This is an optimization exercise on Yosys and OpenROAD, whose aim is small area, a short achievable clock period and few clock cycles per item, not a production implementation. Only simulation tests tie the RTL to the original design; equivalence was not proved. No driver is modelled on the clock port, so clocking that relies on it looks cheaper here than on a real chip.

==> inputs of run a <==
==> flow/design.v <==
`default_nettype none
package overlap_split_pkg;
  localparam int SAMPLE_W_DEF = 64;
  localparam int HOP_DEF      = 18;
endpackage
`default_nettype wire
`default_nettype none
module split_bank_ram #(
  parameter int SAMPLE_W = 64,
  parameter int DEPTH    = 18
) (
  input  logic                clk,
  input  logic                wr_en,
  input  logic [SAMPLE_W-1:0] wr_data,
  output logic [SAMPLE_W-1:0] ring_in,
  output logic [SAMPLE_W-1:0] rd_data
);
  logic [SAMPLE_W-1:0] ring_q [DEPTH];
  assign rd_data = ring_q[DEPTH-1];
  assign ring_in = wr_en ? wr_data : rd_data;
  always_ff @(posedge clk) begin
    ring_q[0] <= ring_in;
    for (int i = 1; i < DEPTH; i++) begin
      ring_q[i] <= ring_q[i-1];
    end
  end
endmodule
`default_nettype wire
`default_nettype none
import overlap_split_pkg::*;
module overlap_split #(
  parameter int SAMPLE_W = overlap_split_pkg::SAMPLE_W_DEF,
  parameter int HOP      = overlap_split_pkg::HOP_DEF
) (
  input  logic                clk,
  input  logic                reset,
  input  logic [SAMPLE_W-1:0] in_split_pcmSample,
  input  logic                in_split_valid,
  output logic                in_split_ready,
  output logic [SAMPLE_W-1:0] out_split_pcmSample,
  output logic                out_split_valid,
  input  logic                out_split_ready,
  output logic                out_split_last
);
  localparam int PH_W = (HOP > 1) ? $clog2(HOP) : 1;
  localparam int IN_W = $clog2(HOP + 1);
  localparam logic [PH_W-1:0] PH_LAST = PH_W'(HOP - 1);
  logic [PH_W-1:0]     phase_q;     
  logic [PH_W-1:0]     jo_q;        
  logic                half_q;      
  logic [IN_W-1:0]     ji_q;        
  logic                first_q;     
  logic                sync_q;      
  logic                gt_q;        
  logic                in_rdy_q;    
  logic [SAMPLE_W-1:0] out_data_q;
  logic                out_valid_q;
  logic                out_last_q;
  logic                wr_en;
  logic                load;
  logic [SAMPLE_W-1:0] ring_in;
  logic [SAMPLE_W-1:0] old_data;
  logic [PH_W-1:0]     phase_n;
  logic                eoh;         
  logic                sync_n;      
  logic                ge2;         
  logic                rdy_w;       
  logic                rdy_n;       
  assign in_split_ready = in_rdy_q;
  assign wr_en          = in_split_valid && in_rdy_q;
  assign load           = sync_q && (gt_q || wr_en)
                       && (!out_valid_q || out_split_ready);
  split_bank_ram #(
    .SAMPLE_W (SAMPLE_W),
    .DEPTH    (HOP)
  ) u_bank_ram (
    .clk     (clk),
    .wr_en   (in_rdy_q),
    .wr_data (in_split_pcmSample),
    .ring_in (ring_in),
    .rd_data (old_data)
  );
  always_comb begin
    phase_n = (phase_q == PH_LAST) ? '0 : phase_q + PH_W'(1);
    eoh     = (jo_q == PH_LAST);
    sync_n  = (phase_n == jo_q);
    ge2     = (ji_q > IN_W'(jo_q) + IN_W'(1));
    rdy_w   = (ji_q != IN_W'(HOP - 1));
    rdy_n   = half_q && (ji_q != IN_W'(HOP)) && (IN_W'(phase_n) == ji_q);
  end
  always_ff @(posedge clk) begin
    if (!reset) begin
      phase_q     <= PH_W'(1);
      jo_q        <= PH_W'(1);
      half_q      <= 1'b0;
      ji_q        <= '0;
      first_q     <= 1'b1;
      sync_q      <= 1'b1;
      gt_q        <= 1'b1;
      in_rdy_q    <= 1'b0;
      out_data_q  <= '0;
      out_valid_q <= 1'b1;
      out_last_q  <= 1'b0;
    end else begin
      phase_q <= phase_n;
      sync_q  <= load || sync_n;
      if (load) begin
        jo_q <= eoh ? '0 : jo_q + PH_W'(1);
      end
      if (load && eoh) begin
        half_q   <= !half_q;
        ji_q     <= '0;
        gt_q     <= half_q;
        in_rdy_q <= !half_q;
      end else begin
        if (wr_en) ji_q <= ji_q + IN_W'(1);
        if (half_q) begin
          if (wr_en && !load)      gt_q <= 1'b1;
          else if (!wr_en && load) gt_q <= ge2;
        end
        in_rdy_q <= wr_en ? rdy_w : rdy_n;
      end
      if (load) begin
        out_data_q  <= first_q ? '0 : ring_in;
        out_valid_q <= 1'b1;
        out_last_q  <= half_q && eoh;
        if (eoh) first_q <= 1'b0;
      end else if (out_split_ready) begin
        out_valid_q <= 1'b0;
      end
    end
  end
  assign out_split_pcmSample = out_data_q;
  assign out_split_valid     = out_valid_q;
  assign out_split_last      = out_last_q;
endmodule
`default_nettype wire
==> flow/flow/run.sh <==
#!/bin/bash
set -euo pipefail
bash standard.sh \
  "BUFFER_PORTS_ARGS=-buffer_cell sky130_fd_sc_hd__buf_1" \
  MATCH_CELL_FOOTPRINT=0 \
  finish > standard_flow.log 2>&1
==> flow/standard.sh <==
#!/bin/bash
# synth_recipe.tcl (not shown) runs the flow's synth.tcl, then flattens the netlist and writes it again
# the make line also repeats each setting of config.mk as NAME=value (left out here)
make -C /OpenROAD-flow-scripts/flow DESIGN_CONFIG=/design/flow/config.mk WORK_HOME=/design/flow/orfs CLKGATE_MAP_FILE= SYNTH_SCRIPT=/design/flow/synth_recipe.tcl "${@:-finish}"
==> flow/config.mk <==
export PLATFORM = sky130hd
export DESIGN_NAME = overlap_split
export DESIGN_NICKNAME = overlap_split
export VERILOG_FILES = /design/flow/design.v
export SDC_FILE = /design/flow/constraint.sdc
export NUM_CORES = 4
export LEC_CHECK = 0
export CAP_MARGIN = 20
export CORE_MARGIN = 2
export CORE_UTILIZATION = 50
export CTS_BUF_LIST = sky130_fd_sc_hd__clkbuf_16
export CTS_CLUSTER_DIAMETER = 60
export CTS_CLUSTER_SIZE = 30
export PLACE_DENSITY = 0.65
export SETUP_SLACK_MARGIN = 4.4
export SLEW_MARGIN = 20
==> flow/constraint.sdc <==
create_clock -name core_clock -period 7.0 [get_ports {clk}]
set_input_delay 1.4000 -clock core_clock [delete_from_list [all_inputs] [get_ports {clk}]]
set_output_delay 1.4000 -clock core_clock [all_outputs]
set_load 0.01 [all_outputs]
==> run b (differences from run a) <==
==> flow/flow/run.sh (replaced) <==
#!/bin/bash
set -euo pipefail
here="$(pwd)"
bash standard.sh \
  "BUFFER_PORTS_ARGS=-buffer_cell sky130_fd_sc_hd__buf_1" \
  MATCH_CELL_FOOTPRINT=0 \
  "CTS_ARGS=-sink_clustering_enable -repair_clock_nets -sink_clustering_size 30 -sink_clustering_max_diameter 60 -buf_list sky130_fd_sc_hd__buf_12" \
  "POST_CTS_TCL=${here}/flow/extra_repair.tcl" \
  finish > standard_flow.log 2>&1
==> flow/flow/extra_repair.tcl (new file) <==
# Run after clock tree synthesis (POST_CTS_TCL hook). One more setup repair
# pass aimed at the paths from the inputs and between registers. For this
# pass only, the output delay is set to 0, so that repair does not stall on
# the register-to-output paths, whose delay (clock tree, flip-flop, output
# buffer) resizing cannot cut further. The design's output delay is put back
# before the database and constraints are written.
set my_outs [all_outputs]
set my_out_delay [expr {0.2 * $::env(FLOW_PERIOD_NS)}]
set_output_delay 0.0 -clock [get_clocks core_clock] $my_outs
estimate_parasitics -placement
repair_timing -setup -setup_margin $::env(SETUP_SLACK_MARGIN) -repair_tns 100 -verbose
set_output_delay $my_out_delay -clock [get_clocks core_clock] $my_outs
detailed_placement
check_placement -verbose
estimate_parasitics -placement
report_worst_slack -max
Settings changed: SETUP_SLACK_MARGIN 4.4 to 4.5.
==> run c (differences from run a) <==
==> flow/design.v (replaced) <==
`default_nettype none
package overlap_split_pkg;
  localparam int SAMPLE_W_DEF = 64;
  localparam int HOP_DEF      = 18;
endpackage
`default_nettype wire
`default_nettype none
module split_bank_ram #(
  parameter int SAMPLE_W = 64,
  parameter int DEPTH    = 18
) (
  input  logic                clk,
  input  logic                wr_en,
  input  logic [SAMPLE_W-1:0] wr_data,
  output logic [SAMPLE_W-1:0] ring_in,
  output logic [SAMPLE_W-1:0] rd_data
);
  logic [SAMPLE_W-1:0] ring_q [DEPTH];
  assign rd_data = ring_q[DEPTH-1];
  assign ring_in = wr_en ? wr_data : rd_data;
  always_ff @(posedge clk) begin
    ring_q[0] <= ring_in;
    for (int i = 1; i < DEPTH; i++) begin
      ring_q[i] <= ring_q[i-1];
    end
  end
endmodule
`default_nettype wire
`default_nettype none
import overlap_split_pkg::*;
module overlap_split #(
  parameter int SAMPLE_W = overlap_split_pkg::SAMPLE_W_DEF,
  parameter int HOP      = overlap_split_pkg::HOP_DEF
) (
  input  logic                clk,
  input  logic                reset,
  input  logic [SAMPLE_W-1:0] in_split_pcmSample,
  input  logic                in_split_valid,
  output logic                in_split_ready,
  output logic [SAMPLE_W-1:0] out_split_pcmSample,
  output logic                out_split_valid,
  input  logic                out_split_ready,
  output logic                out_split_last
);
  localparam int PH_W = (HOP > 1) ? $clog2(HOP) : 1;
  localparam logic [PH_W-1:0] PH_LAST = PH_W'(HOP - 1);
  logic [PH_W-1:0]     phase_q;     
  logic [PH_W-1:0]     nxt_q;       
  logic                half_q;      
  logic                first_q;     
  logic [SAMPLE_W-1:0] out_data_q;
  logic                out_valid_q;
  logic                out_last_q;
  logic                in_sync;
  logic                can_load;
  logic                load;
  logic                wr_en;
  logic [SAMPLE_W-1:0] ring_in;
  logic [SAMPLE_W-1:0] old_data;
  assign in_sync        = (phase_q == nxt_q);
  assign can_load       = !out_valid_q || out_split_ready;
  assign in_split_ready = half_q && in_sync && can_load;
  assign wr_en          = in_split_ready && in_split_valid;
  assign load           = in_sync && can_load && (!half_q || in_split_valid);
  split_bank_ram #(
    .SAMPLE_W (SAMPLE_W),
    .DEPTH    (HOP)
  ) u_bank_ram (
    .clk     (clk),
    .wr_en   (wr_en),
    .wr_data (in_split_pcmSample),
    .ring_in (ring_in),
    .rd_data (old_data)
  );
  always_ff @(posedge clk) begin
    if (!reset) begin
      phase_q     <= PH_W'(1);
      nxt_q       <= PH_W'(1);
      half_q      <= 1'b0;
      first_q     <= 1'b1;
      out_data_q  <= '0;
      out_valid_q <= 1'b1;
      out_last_q  <= 1'b0;
    end else begin
      phase_q <= (phase_q == PH_LAST) ? '0 : phase_q + PH_W'(1);
      if (load) begin
        out_data_q  <= (first_q && !half_q) ? '0 : ring_in;
        out_valid_q <= 1'b1;
        out_last_q  <= half_q && (nxt_q == PH_LAST);
        if (nxt_q == PH_LAST) begin
          nxt_q   <= '0;
          half_q  <= !half_q;
          first_q <= 1'b0;
        end else begin
          nxt_q   <= nxt_q + PH_W'(1);
        end
      end else if (out_split_ready) begin
        out_valid_q <= 1'b0;
      end
    end
  end
  assign out_split_pcmSample = out_data_q;
  assign out_split_valid     = out_valid_q;
  assign out_split_last      = out_last_q;
endmodule
`default_nettype wire
==> flow/run.sh (new file) <==
#!/bin/bash
# synth_recipe.tcl (not shown) runs the flow's synth.tcl, then flattens the netlist and writes it again
# the make line also repeats each setting of config.mk as NAME=value (left out here)
make -C /OpenROAD-flow-scripts/flow DESIGN_CONFIG=/design/flow/config.mk WORK_HOME=/design/flow/orfs CLKGATE_MAP_FILE= SYNTH_SCRIPT=/design/flow/synth_recipe.tcl finish
Settings changed: CTS_BUF_LIST sky130_fd_sc_hd__clkbuf_16 to default, CTS_CLUSTER_DIAMETER 60 to default, CTS_CLUSTER_SIZE 30 to default, SETUP_SLACK_MARGIN 4.4 to default.
removed: flow/flow/run.sh
removed: flow/standard.sh
==> flow_summary.yaml <==
timing:
  rsz0062_at_grt: "false"
  tightestPinTransition_ns: 0.8675
global_route:
  grt_max_degree: 65
clock_network:
  cts_buffers: 55
synthesis:
  syn-num-nets: 1604
layout:
  nNonClkBuffers: 138
  drive_gt1_share_pct: 12.78
place:
  gp_congestion: 0.7395
worst_setup_path:
  startpoint: "out_last_q"
hold_path:
  min_from: "u_bank_ram.ring_q[7][51]"
floorplan:
  dieArea_mm2: 0.05619
outcome:
  outcome: "timing/DRC/antenna clean"
power_and_ir_drop:
  p_clk_mw: 3.84
# the run above: run a

==> flow_summary.yaml <==
outcome:
  outcome: "timing/DRC/antenna clean"
timing:
  tightestPinTransition_ns: 0.9823
  rsz0062_at_grt: "false"
power_and_ir_drop:
  p_clk_mw: 6.18
clock_network:
  cts_buffers: 109
place:
  gp_congestion: 0.7496
floorplan:
  dieArea_mm2: 0.05698
synthesis:
  synthTopCellsByCount: "1230 x dfxtp_1, 71 x nand2_1, 67 x a21oi_1"
  syn-num-nets: 1751
layout:
  nNonClkBuffers: 141
  drive_gt1_share_pct: 10.53
worst_setup_path:
  critPathKind: "input port to output pin"
  startpoint: "out_split_ready"
detailed_routing:
  met3_length_um: 2066
  wl_met2_um: 17530
hold_path:
  min_from: "u_bank_ram.ring_q[8][29]"
# the run above: run c

==> flow_summary.yaml <==
outcome:
  outcome: "timing/DRC/antenna clean"
global_route:
  grt_max_degree: 38
power_and_ir_drop:
  p_clk_mw: 3.34
synthesis:
  syn-num-nets: 1604
timing:
  rsz0062_at_grt: "true"
  tightestPinTransition_ns: 0.6651
worst_setup_path:
  startpoint: "in_rdy_q"
layout:
  nNonClkBuffers: 149
  drive_gt1_share_pct: 17.02
floorplan:
  dieArea_mm2: 0.05619
hold_path:
  min_from: "u_bank_ram.ring_q[11][14]"
# the run above: run b

Testbench counts of run a, summed over its fixed seeds: cycles 11,520, blocks 320.
Testbench counts of run b, summed over its fixed seeds: cycles 11,520, blocks 320.
Testbench counts of run c, summed over its fixed seeds: cycles 11,520, blocks 320.

[afterwards: timing with drivers on the ports]
How much do the figures lean on ideal ports? The routed layouts below were timed once more, with nothing changed but the port constraints.
Step 1: set_driving_cell puts a clkbuf_16 on clk and a buf_2 on each other input, an assumption about the parent block.
Step 2, shift: input delay + t, output delay - t, t = (earliest + latest rising clock arrival at the registers) / 2. This alone moves slack from input paths to output paths.
a / b / c = ideal ports / drivers / drivers and shift; a / b = the first two.
run | shift t [ns] | setup WS [ns] | hold slack, ns
run a | 0.674 | 4.461 / 4.406 / 3.841 | 0.310 / 0.310 / 0.310
run b | 0.615 | 4.557 / 4.500 / 3.986 | 0.317 / 0.317 / 0.317
run c | 0.699 | 2.718 / 2.694 / 2.634 | 0.305 / 0.305 / 0.305
After both steps setup and hold are still met in every run listed. The setup slack of run a, which loses most, moves by -0.055 ns with the drivers and by -0.620 ns with both steps.
